Context: an optimization exercise on an open-source flow, tuned for small area and a short achievable clock period. The choices shown serve that exercise and are no tape-out recipe.
No activity file was given, so power comes from the tool's default toggle rates.

Setup of job 4914:
==> flow/design.v <==
package periph_pkg;
    localparam int data_w    = 32;
    localparam int n_lanes   = data_w / 8;
    localparam int cnt_w     = 64;
    localparam int reg_idx_w = 4;
    localparam int n_ext_irq = 8;
    localparam int n_irq     = n_ext_irq + 1;
    localparam int irq_num_w = 4;
    localparam logic [reg_idx_w-1:0] reg_gpio_data   = 4'd0;
    localparam logic [reg_idx_w-1:0] reg_gpio_dir    = 4'd1;
    localparam logic [reg_idx_w-1:0] reg_counter_lo  = 4'd2;
    localparam logic [reg_idx_w-1:0] reg_counter_hi  = 4'd3;
    localparam logic [reg_idx_w-1:0] reg_irq_ctrl    = 4'd4;
    localparam logic [reg_idx_w-1:0] reg_timer_ie    = 4'd5;
    localparam logic [reg_idx_w-1:0] reg_timer_if    = 4'd6;
    localparam logic [reg_idx_w-1:0] reg_timer_value = 4'd7;
    localparam logic [reg_idx_w-1:0] reg_timer_max   = 4'd8;
    localparam logic [reg_idx_w-1:0] reg_irq_number  = 4'd9;
    localparam logic [reg_idx_w-1:0] reg_counter_ld_lo = 4'd10;
    localparam logic [reg_idx_w-1:0] reg_counter_ld_hi = 4'd11;
    typedef struct packed {
        logic                 cyc;
        logic                 stb;
        logic                 we;
        logic [reg_idx_w-1:0] adr;
        logic [n_lanes-1:0]   sel;
        logic [data_w-1:0]    wdata;
    } bus_req_s;
    typedef struct packed {
        logic               gpio_data;
        logic               gpio_dir;
        logic               counter_cmd;
        logic               irq_ctrl;
        logic               timer_ie;
        logic               timer_if_cmd;
        logic               timer_max;
        logic               counter_ld_lo;
        logic               counter_ld_hi;
        logic [n_lanes-1:0] lanes;
    } reg_wr_s;
    typedef struct packed {
        logic [data_w-3:0] rsvd;
        logic              clear;
        logic              sample;
    } counter_cmd_s;
    typedef struct packed {
        logic [data_w-3:0] rsvd;
        logic              reload;
        logic              flag_clr;
    } timer_cmd_s;
    typedef union packed {
        logic [data_w-1:0] word;
        counter_cmd_s      counter;
        timer_cmd_s        timer;
    } cmd_word_u;
    typedef struct packed {
        logic [cnt_w-1:0]  counter_sample;
        logic [data_w-1:0] value;
        logic [data_w-1:0] max;
        logic              flag;
        logic              enable;
    } timer_stat_s;
    typedef struct packed {
        logic                 in_service;
        logic [irq_num_w-1:0] number;
    } irq_stat_s;
    function automatic logic [data_w-1:0] merge_bytes(
        input logic [data_w-1:0]  old_word,
        input logic [data_w-1:0]  new_word,
        input logic [n_lanes-1:0] lanes
    );
        logic [data_w-1:0] result;
        result = old_word;
        for (int b = 0; b < n_lanes; b++) begin
            if (lanes[b]) begin
                result[b*8 +: 8] = new_word[b*8 +: 8];
            end
        end
        merge_bytes = result;
    endfunction
endpackage
`timescale 1ns/100ps
module periph_top (
    input  logic        clk,
    input  logic        rst,
    input  logic        req_cyc,
    input  logic        req_stb,
    input  logic        req_we,
    input  logic [3:0]  req_adr,
    input  logic [3:0]  req_sel,
    input  logic [31:0] req_wdata,
    output logic [31:0] rdata,
    output logic        ack,
    input  logic [31:0] gpio_in,
    output logic [31:0] gpio_out,
    output logic [31:0] gpio_dir,
    input  logic [7:0]  ext_irq,
    input  logic        irq_ack,
    input  logic        irq_exit,
    output logic        cpu_irq
);
    logic wr_en;
    logic w_data, w_dir, w_cnt, w_irq, w_ie, w_if, w_max, w_ldlo, w_ldhi;
    assign wr_en  = req_cyc & req_stb & req_we;
    assign w_data = wr_en & (req_adr == 4'd0);
    assign w_dir  = wr_en & (req_adr == 4'd1);
    assign w_cnt  = wr_en & (req_adr == 4'd2) & req_sel[0];
    assign w_irq  = wr_en & (req_adr == 4'd4) & req_sel[0];
    assign w_ie   = wr_en & (req_adr == 4'd5) & req_sel[0];
    assign w_if   = wr_en & (req_adr == 4'd6) & req_sel[0];
    assign w_max  = wr_en & (req_adr == 4'd8);
    assign w_ldlo = wr_en & (req_adr == 4'd10);
    assign w_ldhi = wr_en & (req_adr == 4'd11);
    logic ack_q;
    logic rst_d;
    always_ff @(posedge clk) begin
        ack_q <= ~rst & req_stb;
        rst_d <= rst;
    end
    assign ack = req_cyc & ack_q;
    logic [63:0] counter;
    logic [63:0] sample;
    logic        szero;
    logic        clr;
    assign clr = w_cnt & req_wdata[1];
    always_ff @(posedge clk) begin
        if (rst | clr) begin
            counter <= '0;
        end else if (w_ldlo) begin
            counter[31:0] <= periph_pkg::merge_bytes(counter[31:0], req_wdata, req_sel);
        end else if (w_ldhi) begin
            counter[63:32] <= periph_pkg::merge_bytes(counter[63:32], req_wdata, req_sel);
        end else begin
            counter <= counter + 64'd1;
        end
    end
    always_ff @(posedge clk) begin
        if (rst | clr) begin
            szero <= 1'b1;
        end else if (w_cnt & req_wdata[0]) begin
            szero <= 1'b0;
            sample <= counter;
        end
    end
    logic [31:0] value;
    logic [31:0] max_q;
    logic [31:0] max_eff;
    logic [3:0]  mzero;
    logic        flag;
    logic        enable;
    logic        expired;
    logic        timer_irq;
    assign expired = rst_d | (value == '0);
    always_comb begin
        for (int b = 0; b < 4; b++) begin
            max_eff[b*8 +: 8] = mzero[b] ? 8'd0 : max_q[b*8 +: 8];
        end
    end
    always_ff @(posedge clk) begin
        for (int b = 0; b < 4; b++) begin
            if (rst) begin
                mzero[b] <= 1'b1;
            end else if (w_max & req_sel[b]) begin
                mzero[b] <= 1'b0;
            end
            if (w_max & req_sel[b]) begin
                max_q[b*8 +: 8] <= req_wdata[b*8 +: 8];
            end
        end
    end
    always_ff @(posedge clk) begin
        if ((w_if & req_wdata[1]) | expired) begin
            value <= max_eff;
        end else begin
            value <= value - 32'd1;
        end
    end
    always_ff @(posedge clk) begin
        if (rst) begin
            flag <= 1'b0;
            enable <= 1'b0;
        end else begin
            if (w_ie) begin
                enable <= req_wdata[0];
            end
            if (w_if & req_wdata[0]) begin
                flag <= 1'b0;
            end else if (expired) begin
                flag <= 1'b1;
            end
        end
    end
    assign timer_irq = flag & enable;
    logic [31:0] data_q;
    logic [31:0] dir_q;
    logic [31:0] dir_s1;
    logic [31:0] in_s;
    logic [31:0] out_s;
    logic [31:0] data_wr;
    logic        rst_any;
    assign data_wr = w_data ? periph_pkg::merge_bytes(data_q, req_wdata, req_sel) : data_q;
    assign rst_any = rst | rst_d;
    always_ff @(posedge clk) begin
        if (rst) begin
            data_q <= '0;
            dir_q <= '0;
        end else begin
            if (w_dir) begin
                dir_q <= periph_pkg::merge_bytes(dir_q, req_wdata, req_sel);
            end
            data_q <= (dir_q & in_s) | (~dir_q & data_wr);
        end
    end
    always_ff @(posedge clk) begin
        dir_s1 <= dir_q;
        in_s <= gpio_in;
        out_s <= data_q;
    end
    always_ff @(posedge clk) begin
        if (rst_any) begin
            gpio_dir <= '0;
            gpio_out <= '0;
        end else begin
            gpio_dir <= dir_s1;
            gpio_out <= (dir_q & gpio_out) | (~dir_q & out_s);
        end
    end
    logic [8:0] sources;
    logic [3:0] pick;
    logic       pending;
    logic [3:0] number;
    logic       req_q;
    logic       in_service;
    logic [3:0] number_n;
    logic       req_n;
    logic       in_service_n;
    logic [8:0] en;
    assign sources = {timer_irq, ext_irq};
    always_comb begin
        pending = 1'b0;
        pick = '0;
        for (int i = 0; i < 9; i++) begin
            if (sources[i]) begin
                pending = 1'b1;
                pick = 4'(i);
            end
        end
    end
    always_comb begin
        req_n = req_q;
        number_n = number;
        in_service_n = in_service;
        if (irq_ack) begin
            req_n = 1'b0;
            in_service_n = 1'b1;
        end else if (!req_q && !in_service && pending) begin
            req_n = 1'b1;
            number_n = pick;
        end
        if (irq_exit) begin
            in_service_n = 1'b0;
        end
        if (w_irq) begin
            in_service_n = req_wdata[0];
        end
        if (rst) begin
            req_n = 1'b0;
            number_n = '0;
            in_service_n = 1'b0;
        end
    end
    always_ff @(posedge clk) begin
        req_q <= req_n;
        number <= number_n;
        in_service <= in_service_n;
        for (int i = 0; i < 9; i++) begin
            en[i] <= req_n & ~in_service_n & (number_n == 4'(i));
        end
    end
    assign cpu_irq = |(en & sources);
    logic [31:0] rd_word;
    always_comb begin
        case (req_adr)
            4'd0: rd_word = data_q;
            4'd1: rd_word = dir_q;
            4'd2: rd_word = szero ? 32'd0 : sample[31:0];
            4'd3: rd_word = szero ? 32'd0 : sample[63:32];
            4'd4: rd_word = {31'b0, in_service};
            4'd5: rd_word = {31'b0, enable};
            4'd6: rd_word = {31'b0, flag};
            4'd7: rd_word = rst_d ? 32'd0 : value;
            4'd8: rd_word = max_eff;
            4'd9: rd_word = {26'b0, number, 2'b00};
            default: rd_word = '0;
        endcase
    end
    always_ff @(posedge clk) begin
        rdata <= rd_word;
    end
endmodule
==> flow/config.mk <==
export PLATFORM = sky130hd
export DESIGN_NAME = periph_top
export DESIGN_NICKNAME = periph_top
export VERILOG_FILES = /design/flow/design.v
export SDC_FILE = /design/flow/constraint.sdc
export NUM_CORES = 4
export LEC_CHECK = 0
export CAP_MARGIN = 20
export CORE_MARGIN = 2
export CORE_UTILIZATION = 60
export SETUP_SLACK_MARGIN = 2.5
export SLEW_MARGIN = 20
==> flow/constraint.sdc <==
create_clock -name core_clock -period 5.0 [get_ports {clk}]
set_input_delay 1.0000 -clock core_clock [delete_from_list [all_inputs] [get_ports {clk}]]
set_output_delay 1.0000 -clock core_clock [all_outputs]
set_load 0.01 [all_outputs]
standard.sh (not shown) runs the stock make flow with config.mk's settings and CLKGATE_MAP_FILE= SYNTH_SCRIPT=/design/flow/synth_recipe.tcl, a recipe that flattens the netlist after the stock synthesis.
==> flow/flow/run.sh <==
#!/bin/bash
# The standard layout, with every port buffered by a plain buf_1 instead of
# the delay buffer buffer_ports picks on its own; timing repair sizes them up
# where a path needs it.
set -euo pipefail
export BUFFER_PORTS_ARGS="-buffer_cell sky130_fd_sc_hd__buf_1"
bash standard.sh > standard.log 2>&1
Modified inputs, job 6795 compared to job 4914
diff --git a/flow/design.v b/flow/design.v
--- a/flow/design.v
+++ b/flow/design.v
@@ -123,15 +123,32 @@
     logic        szero;
     logic        clr;
     assign clr = w_cnt & req_wdata[1];
+    logic        cinc_in;
+    logic [15:0] cblk_ones;
+    logic [16:0] cblk_cin;
+    logic [64:0] cchain;
+    logic [63:0] cinc;
+    assign cinc_in = ~(w_ldlo | w_ldhi);
+    assign cblk_cin[0] = cinc_in;
+    for (genvar k = 0; k < 16; k++) begin : g_cblk
+        assign cblk_ones[k] = &counter[4*k +: 4];
+        assign cblk_cin[k+1] = cblk_cin[k] & cblk_ones[k];
+        for (genvar j = 0; j < 4; j++) begin : g_cbit
+            logic c;
+            assign c = (j == 0) ? cblk_cin[k] : cchain[4*k+j];
+            assign cchain[4*k+j+1] = c & counter[4*k+j];
+            assign cinc[4*k+j] = counter[4*k+j] ^ c;
+        end
+    end
     always_ff @(posedge clk) begin
-        if (rst | clr) begin
-            counter <= '0;
-        end else if (w_ldlo) begin
-            counter[31:0] <= periph_pkg::merge_bytes(counter[31:0], req_wdata, req_sel);
-        end else if (w_ldhi) begin
-            counter[63:32] <= periph_pkg::merge_bytes(counter[63:32], req_wdata, req_sel);
-        end else begin
-            counter <= counter + 64'd1;
+        for (int b = 0; b < 4; b++) begin
+            if (rst | clr) begin
+                counter[b*8 +: 8] <= '0;
+                counter[32+b*8 +: 8] <= '0;
+            end else begin
+                counter[b*8 +: 8] <= (w_ldlo & req_sel[b]) ? req_wdata[b*8 +: 8] : cinc[b*8 +: 8];
+                counter[32+b*8 +: 8] <= (w_ldhi & req_sel[b]) ? req_wdata[b*8 +: 8] : cinc[32+b*8 +: 8];
+            end
         end
     end
     always_ff @(posedge clk) begin
@@ -142,7 +159,7 @@
             sample <= counter;
         end
     end
-    logic [31:0] value;
+    logic [31:0] nvalue;
     logic [31:0] max_q;
     logic [31:0] max_eff;
     logic [3:0]  mzero;
@@ -150,7 +167,7 @@
     logic        enable;
     logic        expired;
     logic        timer_irq;
-    assign expired = rst_d | (value == '0);
+    assign expired = rst_d | (&nvalue);
     always_comb begin
         for (int b = 0; b < 4; b++) begin
             max_eff[b*8 +: 8] = mzero[b] ? 8'd0 : max_q[b*8 +: 8];
@@ -168,11 +185,26 @@
             end
         end
     end
+    logic [7:0]  vblk_ones;
+    logic [8:0]  vblk_cin;
+    logic [32:0] vchain;
+    logic [31:0] nvinc;
+    assign vblk_cin[0] = 1'b1;
+    for (genvar k = 0; k < 8; k++) begin : g_vblk
+        assign vblk_ones[k] = &nvalue[4*k +: 4];
+        assign vblk_cin[k+1] = vblk_cin[k] & vblk_ones[k];
+        for (genvar j = 0; j < 4; j++) begin : g_vbit
+            logic c;
+            assign c = (j == 0) ? vblk_cin[k] : vchain[4*k+j];
+            assign vchain[4*k+j+1] = c & nvalue[4*k+j];
+            assign nvinc[4*k+j] = nvalue[4*k+j] ^ c;
+        end
+    end
     always_ff @(posedge clk) begin
         if ((w_if & req_wdata[1]) | expired) begin
-            value <= max_eff;
+            nvalue <= ~max_eff;
         end else begin
-            value <= value - 32'd1;
+            nvalue <= nvinc;
         end
     end
     always_ff @(posedge clk) begin
@@ -288,7 +320,7 @@
             4'd4: rd_word = {31'b0, in_service};
             4'd5: rd_word = {31'b0, enable};
             4'd6: rd_word = {31'b0, flag};
-            4'd7: rd_word = rst_d ? 32'd0 : value;
+            4'd7: rd_word = rst_d ? 32'd0 : ~nvalue;
             4'd8: rd_word = max_eff;
             4'd9: rd_word = {26'b0, number, 2'b00};
             default: rd_word = '0;
Notes after the runs:
Job 6795 vs job 4914: clock network fraction of total power down
Comparing job 6795 and job 4914, the higher power density over the cells was measured on job 6795.
Side by side, number of clock buffers in the layout turned out higher in job 6795 than in job 4914.
Compared with job 4914, in job 6795 first-pass GRT wire length saw a decrease; non-clock buffer count now sits higher; wire length saw a decrease; final instance count without filler cells went down; post-route clock skew went down 9.9 ps.
Cell area after layout came out lower on job 6795 than on job 4914.
Die size: job 6795 is under job 4914
Job 6795 ended with less setup slack than job 4914.
Standby leakage power grows by a few percent when moving from job 4914 to job 6795.
Function was not checked in any run of this note: the RTL went through the layout flow alone.

==> afterwards: timing with drivers on the ports <==
The results above use ideal ports. As a check the final layouts listed here were re-extracted and re-timed, cells and wires unchanged. Step 1 (the two cells are an assumption about what drives the block):
set clk [get_ports {clk}]
set_driving_cell -lib_cell sky130_fd_sc_hd__clkbuf_16 $clk
set_driving_cell -lib_cell sky130_fd_sc_hd__buf_2 [delete_from_list [all_inputs] $clk]
Step 2 adds t to the input delays and takes it off the output delays; t is the mean of the earliest and latest rising clock arrival at the registers after step 1. Input paths then give back, and output paths get back, about the clock's delay inside the block. Three values: ideal ports, drivers, drivers and shift; two values: the first two.
run | shift t [ns] | slack for setup (ns) | hold WS [ns] | worst setup path at the end
job 4914 | 0.599 | 2.293 / 2.250 / 1.948 | 0.373 / 0.373 / 0.373 | input to register
job 6795 | 0.587 | 2.147 / 2.155 / 1.567 | 0.367 / 0.367 / 0.367 | input to register
After both steps setup and hold are still met in every run listed. For job 6795, which loses most, drivers alone change the setup slack by +0.008 ns; drivers and shift together by -0.580 ns.
